From an optimization exercise on the open Yosys and OpenROAD flow, aimed at small area, a short achievable clock period and few clock cycles; shortcuts taken in it are not production practice. Function was checked by simulation only, so behaviour that the tests miss may differ from the original. Power figures rest on the tool's default switching activity, not on a simulated workload.

$ cat config.mk
export PLATFORM = sky130hd
export DESIGN_NAME = serial_sorter
export DESIGN_NICKNAME = serial_sorter
export VERILOG_FILES = /design/flow/design.v
export SDC_FILE = /design/flow/constraint.sdc
export NUM_CORES = 4
export LEC_CHECK = 0
export CAP_MARGIN = 20
export CORE_MARGIN = 2
export CORE_UTILIZATION = 50
export CTS_CLUSTER_DIAMETER = 60
export CTS_CLUSTER_SIZE = 30
export SETUP_SLACK_MARGIN = 2.2
export SLEW_MARGIN = 20
$ cat constraint.sdc
create_clock -name core_clock -period 5.0 [get_ports {clk}]
set_input_delay 1.0000 -clock core_clock [delete_from_list [all_inputs] [get_ports {clk}]]
set_output_delay 1.0000 -clock core_clock [all_outputs]
set_load 0.01 [all_outputs]
$ cat design.v
module serial_sorter #(
  parameter int unsigned WIDTH  = 32,
  parameter int unsigned DEPTH  = 16,
  parameter bit          SIGNED = 1'b1
) (
  input  logic             clk,
  input  logic             rst_n,
  input  logic [WIDTH-1:0] data_serial_i,
  input  logic             data_valid_i,
  input  logic             data_last_i,
  input  logic             descending_i,
  output logic             data_ready_o,
  input  logic             out_ready_i,
  output logic [WIDTH-1:0] data_serial_o,
  output logic             data_valid_o,
  output logic             data_last_o,
  output logic             busy_o
);
  logic             pre_v_q;
  logic [WIDTH-1:0] pre_d_q;
  logic [WIDTH-1:0] pre_dn_q;   
  logic             pre_last_q;
  logic             pre_desc_q;
  logic             in_v_q;
  logic [WIDTH-1:0] in_d_q;
  logic             in_last_q;
  logic             in_desc_q;
  logic [DEPTH-1:0] hg_q, hl_q, lg_q;
  logic [DEPTH-1:0][WIDTH-1:0] c_q;
  logic [DEPTH-1:0] occ_q;    
  logic [DEPTH-1:0] open_q;   
  logic [DEPTH-1:0] last_q;   
  logic             desc_q;   
  logic             ndesc_q;  
  logic             s_v_q;
  logic [WIDTH-1:0] s_d_q;
  logic             s_last_q;
  logic             ready_q, busy_q;
  logic             ins_q, adv_q;   
  logic             pop, take, top_free, room, ins, adv, close, accept;
  logic             top_in_v, top_in_last;   
  logic [WIDTH-1:0] top_in_d;
  logic             pre_v_n, in_v_n, s_v_n, ready_n;
  logic [DEPTH-1:0] occ_n;
  logic             hg_in, hl_in, lg_in;
  logic [DEPTH-1:0] hg_pre, hl_pre, lg_pre;   
  logic [DEPTH-1:0] hg_src, hl_src, lg_src;
  logic [DEPTH-1:0] after;        
  logic [DEPTH-1:0] mv;           
  logic [DEPTH-1:0] put;          
  logic [DEPTH-1:0] from_below;   
  logic [DEPTH-1:0] keep;         
  localparam int unsigned HW = WIDTH / 2;
  function automatic logic [1:0] compare(input logic [HW-1:0] a,
                                         input logic [HW-1:0] b);
    logic [HW-1:0] g, l;
    g = a & ~b;
    l = ~a & b;
    for (int s = 1; s < int'(HW); s = s * 2) begin
      for (int j = 0; j + s < int'(HW); j = j + 2 * s) begin
        g[j] = g[j+s] | (~l[j+s] & g[j]);
        l[j] = l[j+s] | (~g[j+s] & l[j]);
      end
    end
    compare = {g[0], l[0]};
  endfunction
  function automatic logic [HW-1:0] upper(input logic [WIDTH-1:0] a);
    upper = a[WIDTH-1:HW];
    if (SIGNED) upper[HW-1] = ~a[WIDTH-1];
  endfunction
  assign data_valid_o  = occ_q[DEPTH-1];
  assign data_serial_o = c_q[DEPTH-1];
  assign data_last_o   = last_q[DEPTH-1];
  assign pop        = ~s_v_q;
  assign take       = occ_q[DEPTH-1] & out_ready_i;
  assign top_free   = ~occ_q[DEPTH-1] | take;
  assign room       = ~s_v_q;
  assign ins        = ins_q;    
  assign adv        = adv_q;    
  assign close      = ins & (in_last_q | open_q[DEPTH-2]);
  assign accept     = data_valid_i & ready_q;
  assign data_ready_o = ready_q;
  assign busy_o       = busy_q;
  assign pre_v_n  = accept | (pre_v_q & ~adv);
  assign in_v_n   = adv | (in_v_q & ~ins);
  assign top_in_v    = mv[DEPTH-2] | put[DEPTH-1];
  assign top_in_d    = put[DEPTH-1] ? in_d_q : c_q[DEPTH-2];
  assign top_in_last = ~put[DEPTH-1] & last_q[DEPTH-2];
  assign s_v_n    = s_v_q ? ~take : (top_in_v & ~top_free);
  assign ready_n  = ~pre_v_n | ~in_v_n | ~s_v_n;
  assign {hg_in, hl_in} = compare(upper(in_d_q), upper(pre_d_q));
  assign lg_in          = compare(in_d_q[HW-1:0], pre_d_q[HW-1:0]) >> 1;
  always_comb begin
    hg_pre[DEPTH-1] = 1'b0;
    hl_pre[DEPTH-1] = 1'b0;
    lg_pre[DEPTH-1] = 1'b0;
    after[DEPTH-1]  = 1'b0;
    for (int i = 0; i < int'(DEPTH) - 1; i++) begin
      logic [WIDTH-1:0] b;
      b = (i < int'(DEPTH) / 2) ? pre_d_q : ~pre_dn_q;
      {hg_pre[i], hl_pre[i]} = compare(upper(c_q[i]), upper(b));
      lg_pre[i] = compare(c_q[i][HW-1:0], b[HW-1:0]) >> 1;
      after[i]  = open_q[i] & ((hg_q[i] | (~hl_q[i] & lg_q[i])) ^
                               ((i < int'(DEPTH) / 2) ? desc_q : ~ndesc_q));
    end
    for (int i = 0; i < int'(DEPTH) - 1; i++)
      mv[i] = occ_q[i] & (open_q[i] ? (ins & ~after[i]) : pop);
    mv[DEPTH-1] = take;
    put[0] = ins & ~after[0];
    for (int i = 1; i < int'(DEPTH); i++)
      put[i] = ins & after[i-1] & ~after[i];
    from_below[0] = 1'b0;
    for (int i = 1; i < int'(DEPTH); i++)
      from_below[i] = mv[i-1];
    keep = ~(from_below | put);
    occ_n = from_below | put | (occ_q & ~mv);
    occ_n[DEPTH-1] = s_v_q | top_in_v | ~top_free;
    hg_src = adv ? hg_pre : hg_q;
    hl_src = adv ? hl_pre : hl_q;
    lg_src = adv ? lg_pre : lg_q;
  end
  always_ff @(posedge clk or negedge rst_n) begin
    if (!rst_n) begin
      ready_q <= 1'b0;
      busy_q  <= 1'b0;
      ins_q   <= 1'b0;
      adv_q   <= 1'b0;
      pre_v_q <= 1'b0;
      in_v_q  <= 1'b0;
      occ_q   <= '0;
      open_q  <= '0;
      s_v_q   <= 1'b0;
    end else begin
      ready_q <= ready_n;
      busy_q  <= ~ready_n;
      ins_q   <= in_v_n & ~s_v_n;
      adv_q   <= pre_v_n & (~in_v_n | ~s_v_n);
      s_v_q   <= s_v_n;
      pre_v_q <= pre_v_n;
      in_v_q  <= in_v_n;
      occ_q  <= occ_n;
      open_q <= ((from_below & (open_q << 1)) | put | (open_q & ~mv)) & {DEPTH{~close}};
      open_q[DEPTH-1] <= 1'b0;
    end
  end
  always_ff @(posedge clk) begin
    if (accept) begin
      pre_d_q    <= data_serial_i;
      pre_dn_q   <= ~data_serial_i;
      pre_last_q <= data_last_i;
      pre_desc_q <= descending_i;
    end
    if (adv) begin
      in_d_q    <= pre_d_q;
      in_last_q <= pre_last_q;
      in_desc_q <= pre_desc_q;
    end
    if (ins && !open_q[0]) begin
      desc_q  <= in_desc_q;
      ndesc_q <= ~in_desc_q;
    end
    if (!s_v_q) begin
      s_d_q    <= top_in_d;
      s_last_q <= top_in_last;
    end
    hg_q <= (from_below & (hg_src << 1)) | (put & {DEPTH{hg_in}}) | (keep & hg_src);
    hl_q <= (from_below & (hl_src << 1)) | (put & {DEPTH{hl_in}}) | (keep & hl_src);
    lg_q <= (from_below & (lg_src << 1)) | (put & {DEPTH{lg_in}}) | (keep & lg_src);
    for (int i = 0; i < int'(DEPTH) - 1; i++) begin
      c_q[i] <= ({WIDTH{from_below[i]}} & c_q[(i + int'(DEPTH) - 1) % int'(DEPTH)])
              | ({WIDTH{put[i]}}        & in_d_q)
              | ({WIDTH{keep[i]}}       & c_q[i]);
    end
    last_q[DEPTH-2:0] <= (from_below[DEPTH-2:0] & (last_q[DEPTH-2:0] << 1))
                       | (put[DEPTH-2:0] & {{(DEPTH-2){1'b0}}, close})
                       | (keep[DEPTH-2:0] & (last_q[DEPTH-2:0] | {{(DEPTH-2){1'b0}}, close}));
    if (top_free) begin
      c_q[DEPTH-1]    <= s_v_q ? s_d_q : top_in_d;
      last_q[DEPTH-1] <= s_v_q ? s_last_q : top_in_last;
    end
  end
endmodule
$ cat run.sh
#!/bin/bash
# synth_recipe.tcl (not shown) runs the flow's synth.tcl, then flattens the netlist and writes it again
# the make line also repeats each setting of config.mk as NAME=value (left out here)
make -C /OpenROAD-flow-scripts/flow DESIGN_CONFIG=/design/flow/config.mk WORK_HOME=/design/flow/orfs CLKGATE_MAP_FILE= SYNTH_SCRIPT=/design/flow/synth_recipe.tcl finish
==> results of run 1 <==
==> registers in the layout, indices dropped and copies added (netlist names), 15 cells and up, named ones only <==
signal    flops
c_q         480
hg_q         15
hl_q         15
in_d_q       32
last_q       16
lg_q         15
occ_q        16
open_q       15
pre_d_q      32
pre_dn_q     32
s_d_q        32
==> worst reg2reg max path: cells and delay by family, from the launching register on <==
family	cells	cell delay, ns
compound gates	6	1.01
flops	1	0.40
fa+ha+maj	3	0.86
buf+inv	2	0.31
simple gates	1	0.18
==> metal layers <==
layer | routed length [um] | track usage | part of all wire
met1 | 53600 | 0.415 | 0.47
met2 | 49900 | 0.438 | 0.44
met3 | 7730 | 0.0388 | 0.068
met4 | 1870 | 0.0654 | 0.017
met5 | 0 | 0 | 0
==> timing repair <==
item,4_1_cts,5_1_grt
gates resized for setup,31,76
pin swaps,5,37
cloned,0,5
buffers inserted,80,57
endpoints found under the setup margin,155,244
==> through the flow <==
stage                     setup WS, ns  total power, mW   util  area [um2]  std cells
after floorplan                   2.27             19.2      -       37500       4553
after global placement            1.77             22.8  0.520       38700       5312
after detailed placement          1.72             23.0  0.520       38700       5313
after CTS                         2.15             28.9  0.561       41700       5514
after global routing              2.01             31.4  0.571       42400       5576
final                             2.17             29.3  0.571       42400       5576
==> cells by family (layout without fill, tap and decap cells) <==
family                   count (synthesis)  in the layout  share of synthesized area
adder cells (fa/ha/maj)                227            227                     0.0607
XOR/XNOR                                15             15                    0.00350
multiplexers                            31             31                    0.00828
buffers and inverters                  558            609                     0.0599
AO/OA/AOI/OAI                         1560           1560                      0.266
flip-flops                             746            746                      0.448
AND/OR/NAND/NOR                       1416           1419                      0.154
==> cell usage in the layout, fill, tap and decap left out, types with 25 or more instances in the layout <==
master,count
nand2_1,1037
dfxtp_1,541
a22oi_1,511
o21ai_0,389
a21oi_1,313
maj3_1,214
buf_4,201
inv_1,188
edfxtp_1,167
nor2_1,140
clkbuf_16,72
clkdlybuf4s50_1,71
nand2b_1,57
o22ai_1,53
nor2b_1,53
a31oi_1,47
dfrtp_1,36
mux2i_1,31
o211ai_1,30
o31ai_1,25
==> cell type report <==
| cell class | instances | area share |
|---|---|---|
| timing repair buffer | 289 | 0.0569 |
| clock inverter | 44 | 0.0112 |
| multi-input combinational | 3252 | 0.446 |
| clock buffer | 77 | 0.0431 |
| tap | 969 | 0.0286 |
| inverter | 199 | 0.0183 |
| sequential | 746 | 0.396 |
==> how the worst max path moves through the flow <==
stage                            to  slack, ns  cells past startpoint
finish              lg_q[5]$_DFF_P_       2.17                     12
global route        lg_q[7]$_DFF_P_       2.01                     10
global placement    hl_q[2]$_DFF_P_       1.77                      8
CTS                 lg_q[7]$_DFF_P_       2.15                     10
detailed placement  lg_q[6]$_DFF_P_       1.72                      8
floorplan           c_q[35]$_DFF_P_       2.27                     11
==> where the power goes <==
group	total [mW]	leakage (nW)	internal (mW)	switching, mW
sequential	11.3	6.61	8.80	2.47
clock	5.51	1.13	2.94	2.57
combinational	12.5	9.43	4.77	7.71
==> key figures, run 1 <==
Run status
  – Status: no timing/DRC/antenna violations

Finish
  – Nets@finish: 4592
  – Filler cell count in the final layout: 6927
  – Multi-input gate area: 18900 um2
  – Area growth from synthesis to layout: 13.1%
  – Ant diodes: 0
  – Share of layout cells above drive strength 1: 0.0977
  – Reg area: 16800 um2

Yosys
  – Synth Flop Type: dfxtp_1
  – Cells after Synth: 4553
  – Syn Nets: 4591
  – Synth async-reset ratio: 0.0509
  – Most frequent cell after synthesis: nand2_1
  – Synth cell types: 69
  – Syn avg cell area: 8.24 um2
  – Top cell type's share of synthesized area: 0.289
  – Warnings, synthesis: 1
  – Seq cells post-synth: 746
  – Post-synth EDFFs: 167
  – Top cells by count, synth: nand2_1, dfxtp_1, a22oi_1
  – Synth area leader: dfxtp_1
  – Post-synthesis sequential area ratio: 0.448
  – Synth top area cells: dfxtp_1, edfxtp_1, nand2_1
  – Syn Std Cell Area: 37500 um2

Global route
  – Initial antenna violation count: 1
  – Vias in the first global route: 30635
  – Total grt overflow: 0
  – Gr usage total: 0.282
  – Largest net degree at the start of global routing: 70
  – First-pass GRT wire length: 175000 um

Min path
  – Hold Crit Endpoint: in_desc_q$_DFFE_PP_
  – Hold Crit Class: flip-flop to flip-flop
  – Hold path depth: 0
  – Worst Min Path Start: pre_desc_q$_DFFE_PP_

Drt
  – ANT nets after route: 0
  – Router iterations before antenna repair: 6
  – Initial DRC count: 2982
  – DRC viols: 0
  – Routed via count: 33046
  – Total Routed Length: 113000 um
  – WL/cell: 20.3 um
  – Via density: 5.93

Critical path
  – Reg2Reg Setup Slack: 2.17 ns
  – Reg2Reg Depth: 12
  – CP bufs+invs: 2
  – Slowest cell on crit path: edfxtp_1
  – FF-to-FF End: lg_q[5]$_DFF_P_
  – Setup crit end kind: flip-flop
  – Slowest stage delay, CP: 0.40 ns
  – Critical path cell sequence: buf_4 -> buf_4 -> nor3b_2 -> a2bb2oi_2 -> maj3_2 -> o21bai_1 -> maj3_2 -> maj3_2 -> o31ai_4 -> a21oi_1 -> o31a_1 -> o211ai_1
  – Required @ worst endpoint: 5.54 ns
  – Worst Setup SP: pre_d_q[1]$_DFFE_PP_
  – Critical-path maximum fanout: 3
  – CP Launch Type: flip-flop
  – CP arrival: 3.36 ns
  – Crit Path Category: flip-flop to flip-flop
  – CP dominant cell by count: maj3_2
  – CP top delay family: compound AO/OA/AOI/OAI gates
  – Worst r2r src: pre_d_q[1]$_DFFE_PP_

Floorplanning
  – Full die area: 77200 um2
  – Rows: 100
  – Die W: 278 um
  – Core area: 74300 um2
  – Starting Density: 0.505
  – Vert. Die Dim: 278 um
  – I/O pin count: 74

Clock network
  – H-tree depth: 3
  – Worst-path clk slew: 0.08 ns
  – Clock Latency Late Sink: 0.62 ns
  – Max Root-Sink Buffers: 3
  – Root buffer cell: clkbuf_16
  – CTS tree: yes
  – Clock buffer count from CTS: 66
  – Clk sinks: 746
  – CTS Hold Bufs: 0

Job
  – Maxcap violations: 0

Placement
  – HPWL Detailed: 79200 um
  – Gpl congestion: 0.852
  – Input/output buffers: 73

Timing
  – Setup TNS: 0 ns
  – Hold Vio Cnt, Final: 0
  – Slew headroom: 0.259
  – Hold slack: 0.446 ns
  – Clock skew: 0.0202 ns
  – Final setup fails: 0
  – Max Clk Rate: 0.354 GHz
  – Slew Viols, Final: 0
  – RSZ-0062 raised after global routing: true
  – Crit path time final: 2.83 ns
  – Tightest Pin Transition: 1.11 ns
  – Tcrit/Tclk final: 0.565

Power and ir drop
  – Pleak: 17.2 nW
  – Worst vdd ir: 528 uV
  – Pwr per Cell Area: 690 nW/um2
Testbench counts, summed over its fixed seeds: cycles 4,000.
==> inputs of run 2 (changes only) <==
--- a/config.mk
+++ b/config.mk
@@ -8,7 +8,7 @@
 export CAP_MARGIN = 20
 export CORE_MARGIN = 2
-export CORE_UTILIZATION = 50
+export CORE_UTILIZATION = 60
 export CTS_CLUSTER_DIAMETER = 60
 export CTS_CLUSTER_SIZE = 30
-export SETUP_SLACK_MARGIN = 2.2
+export SETUP_SLACK_MARGIN = 2.3
 export SLEW_MARGIN = 20
==> run 2 against run 1 <==
Compared with the run above:
- still clean
- synthesized cell count is the same
- area after synthesis is the same
- worst setup slack better by 0.044 ns
- clock power shrank 15%
- non-clock buffer count up 9
- critical path type unchanged
==> key figures, run 2 <==
Yosys
  – Synth Flop Type: dfxtp_1
  – Warnings, synthesis: 1
  – Synth cell types: 69
  – Post-synthesis sequential area ratio: 0.448
  – Most frequent cell after synthesis: nand2_1
  – Synth top area cells: dfxtp_1, edfxtp_1, nand2_1
  – Synth async-reset ratio: 0.0509
  – Cells after Synth: 4553
  – Compound-gate portion of the synthesized area: 0.266
  – Seq cells post-synth: 746
  – Syn avg cell area: 8.24 um2
  – Top cells by count, synth: nand2_1, dfxtp_1, a22oi_1
  – Syn Nets: 4591
  – Post-synth EDFFs: 167
  – Largest family of logic cells by synthesized area: compound AO/OA/AOI/OAI gates
  – Simple-gate area share of the yosys netlist: 0.154
  – Synth Area in XOR/XNOR: 0.00350
  – Proportion of synthesized area in mux cells: 0.00827
  – Synth area leader: dfxtp_1
  – Top cell type's share of synthesized area: 0.289
  – Synth Area in Adders: 0.0607
  – Syn Std Cell Area: 37500 um2

Timing
  – Tcrit/Tclk final: 0.556
  – Max Clk Rate: 0.359 GHz
  – Slew headroom: 0.308
  – Final setup fails: 0
  – Clock skew: 0.0369 ns
  – Hold Vio Cnt, Final: 0
  – Tightest Pin Transition: 1.04 ns
  – Setup TNS: 0 ns
  – Hold slack: 0.439 ns
  – Setup WS post-layout: 2.22 ns
  – Slew Viols, Final: 0
  – RSZ-0062 raised after global routing: true
  – Crit path time final: 2.78 ns

Drt
  – Total Routed Length: 111000 um
  – Router iterations before antenna repair: 9
  – Routed via count: 33715
  – DRC viols: 0
  – Initial DRC count: 3099
  – Via density: 6.21
  – WL/cell: 20.4 um
  – ANT nets after route: 0

Finish
  – Design Area, Final: 42200 um2
  – Largest register by flop count: c_q
  – Max reg flops: 480
  – Most frequent cells in the layout: nand2_1, dfxtp_1, a22oi_1
  – Ant diodes: 0
  – Share of layout cells above drive strength 1: 0.105
  – Nets@finish: 4587
  – Commonest non-fill, non-tap cell in the layout: nand2_1
  – Area growth from synthesis to layout: 12.4%
  – Filler cell count in the final layout: 5200

Critical path
  – CP arrival: 3.31 ns
  – Setup crit end kind: flip-flop
  – Crit Path Category: flip-flop to flip-flop
  – Required @ worst endpoint: 5.53 ns
  – CP Launch Type: flip-flop
  – Critical-path maximum fanout: 4

Floorplanning
  – I/O pin count: 74
  – Starting Density: 0.608
  – Vert. Die Dim: 254 um
  – Die W: 254 um
  – Full die area: 64500 um2
  – Rows: 91
  – Core area: 61700 um2

Global route
  – First-pass GRT wire length: 171000 um
  – Vias in the first global route: 30272
  – Gr usage total: 0.335
  – Largest net degree at the start of global routing: 60
  – Initial antenna violation count: 0
  – Total grt overflow: 0

Power and ir drop
  – Total power: 28.8 mW
  – Pleak: 17.1 nW
  – Pwr per Cell Area: 683 nW/um2
  – Worst vdd ir: 514 uV

Placement
  – Input/output buffers: 73
  – Gpl congestion: 0.896
  – Setup WS pre-CTS: 1.45 ns
  – Placed Area: 38500 um2
  – HPWL Detailed: 75300 um

Run status
  – Status: no timing/DRC/antenna violations

Clock network
  – Root buffer cell: clkbuf_16
  – CTS tree: yes
  – Max Root-Sink Buffers: 3
  – Clock buffer count from CTS: 49
  – Worst-path clk slew: 0.09 ns
  – Clock Latency Late Sink: 0.64 ns
  – CTS Hold Bufs: 0
  – H-tree depth: 2
  – Clk sinks: 746

Min path
  – Hold Crit Class: flip-flop to flip-flop

Job
  – Maxcap violations: 0
run 2: final timing paths:
| path | startpoint | end | slack, ns | cells past startpoint |
|---|---|---|---|---|
| worst max register to register | pre_d_q[5]$_DFFE_PP_ | lg_q[2]$_DFF_P_ | 2.22 | 12 |
| worst max-delay path | pre_d_q[5]$_DFFE_PP_ | lg_q[2]$_DFF_P_ | 2.22 | 12 |
| max in group asynchronous | rst_n | adv_q$_DFF_PN0_ | 3.78 | 1 |
| worst min register to register | pre_desc_q$_DFFE_PP_ | in_desc_q$_DFFE_PP_ | 0.44 | 0 |
| min in group asynchronous | rst_n | busy_q$_DFF_PN0_ | 0.51 | 1 |
| worst min-delay path | pre_desc_q$_DFFE_PP_ | in_desc_q$_DFFE_PP_ | 0.44 | 0 |
run 2: critical path, stage by stage (launching register included):
cell,delay (ns)
edfxtp_1,0.45
clkinvlp_4,0.18
buf_6,0.15
maj3_2,0.29
maj3_2,0.31
a21oi_2,0.10
o32a_1,0.19
o221ai_2,0.12
a22oi_2,0.19
o31ai_4,0.11
buf_6,0.16
buf_6,0.13
a221o_1,0.30
run 2: what timing repair did:
action                                  CTS  global route
pin swaps                                40            51
setup buffers                           106            44
gates resized for setup                  88           116
hold endpoints to repair                  0             0
endpoints found under the setup margin  460           335
gates cloned                              5             2
run 2: cell type report:
class | count | area (um2) | share of cell area
timing repair buffer | 298 | 2540 | 0.0602
sequential | 746 | 16800 | 0.399
multi-input combinational | 3253 | 19200 | 0.454
tap | 837 | 1050 | 0.0248
clock inverter | 33 | 414 | 0.00982
timing repair inverter | 2 | 10.0 | 0.000237
clock buffer | 59 | 1400 | 0.0332
inverter | 199 | 778 | 0.0185
run 2: through the flow:
stage | utilization | std cells
2_1_floorplan | - | 4553
3_3_place_gp | 0.623 | 5178
3_5_place_dp | 0.623 | 5178
4_1_cts | 0.671 | 5381
5_1_grt | 0.683 | 5427
6_report | 0.683 | 5427
run 2: power breakdown:
group / internal [mW] / total, mW / switching [mW]
registers: 8.80 / 11.3 / 2.47
clock network: 2.28 / 4.66 / 2.39
logic: 4.97 / 12.9 / 7.90
run 2: layer usage:
| metal | GRT usage | share of wire | wire length [um] | vias up |
|---|---|---|---|---|
| li1 | - | - | - | 16239 |
| met1 | 0.497 | 0.45 | 50300 | 16041 |
| met2 | 0.508 | 0.44 | 48200 | 1273 |
| met3 | 0.0463 | 0.084 | 9270 | 162 |
| met4 | 0.0931 | 0.025 | 2790 | 0 |
| met5 | 0 | 0 | 0 | - |
run 2: cells by family after synthesis:
group	Yosys count
flops	746
fa+ha+maj	227
simple gates	1416
buf+inv	558
mux	31
compound gates	1560
xor+xnor	15

[separate check: timing with driven ports]
Ports are ideal in the flow. The routed layouts listed here were re-timed in OpenROAD. Step 1 (the two cells are an assumption about what drives the block):
set clk [get_ports {clk}]
set_driving_cell -lib_cell sky130_fd_sc_hd__clkbuf_16 $clk
set_driving_cell -lib_cell sky130_fd_sc_hd__buf_2 [delete_from_list [all_inputs] $clk]
Step 2, shift: input delay + t, output delay - t, t = (earliest + latest rising clock arrival at the registers) / 2. This alone moves slack from input paths to output paths. Slacks: no drivers / after step 1 / after step 2; pairs: no drivers / after step 1.
| run | t (ns) | slack for setup (ns) | hold slack, ns | worst setup path after step 2 | slew at the worst register clock pin (ns) |
|---|---|---|---|---|---|
| run 1 | 0.681 | 2.174 / 2.174 / 2.044 | 0.446 / 0.410 / 0.446 | input to register | 0.08 / 0.08 |
| run 2 | 0.690 | 2.218 / 2.218 / 2.036 | 0.439 / 0.439 / 0.439 | input to register | 0.11 / 0.11 |
After both steps every run listed still meets setup and hold. The setup slack of run 2, which loses most, moves by 0.000 ns with the drivers and by -0.182 ns with both steps.
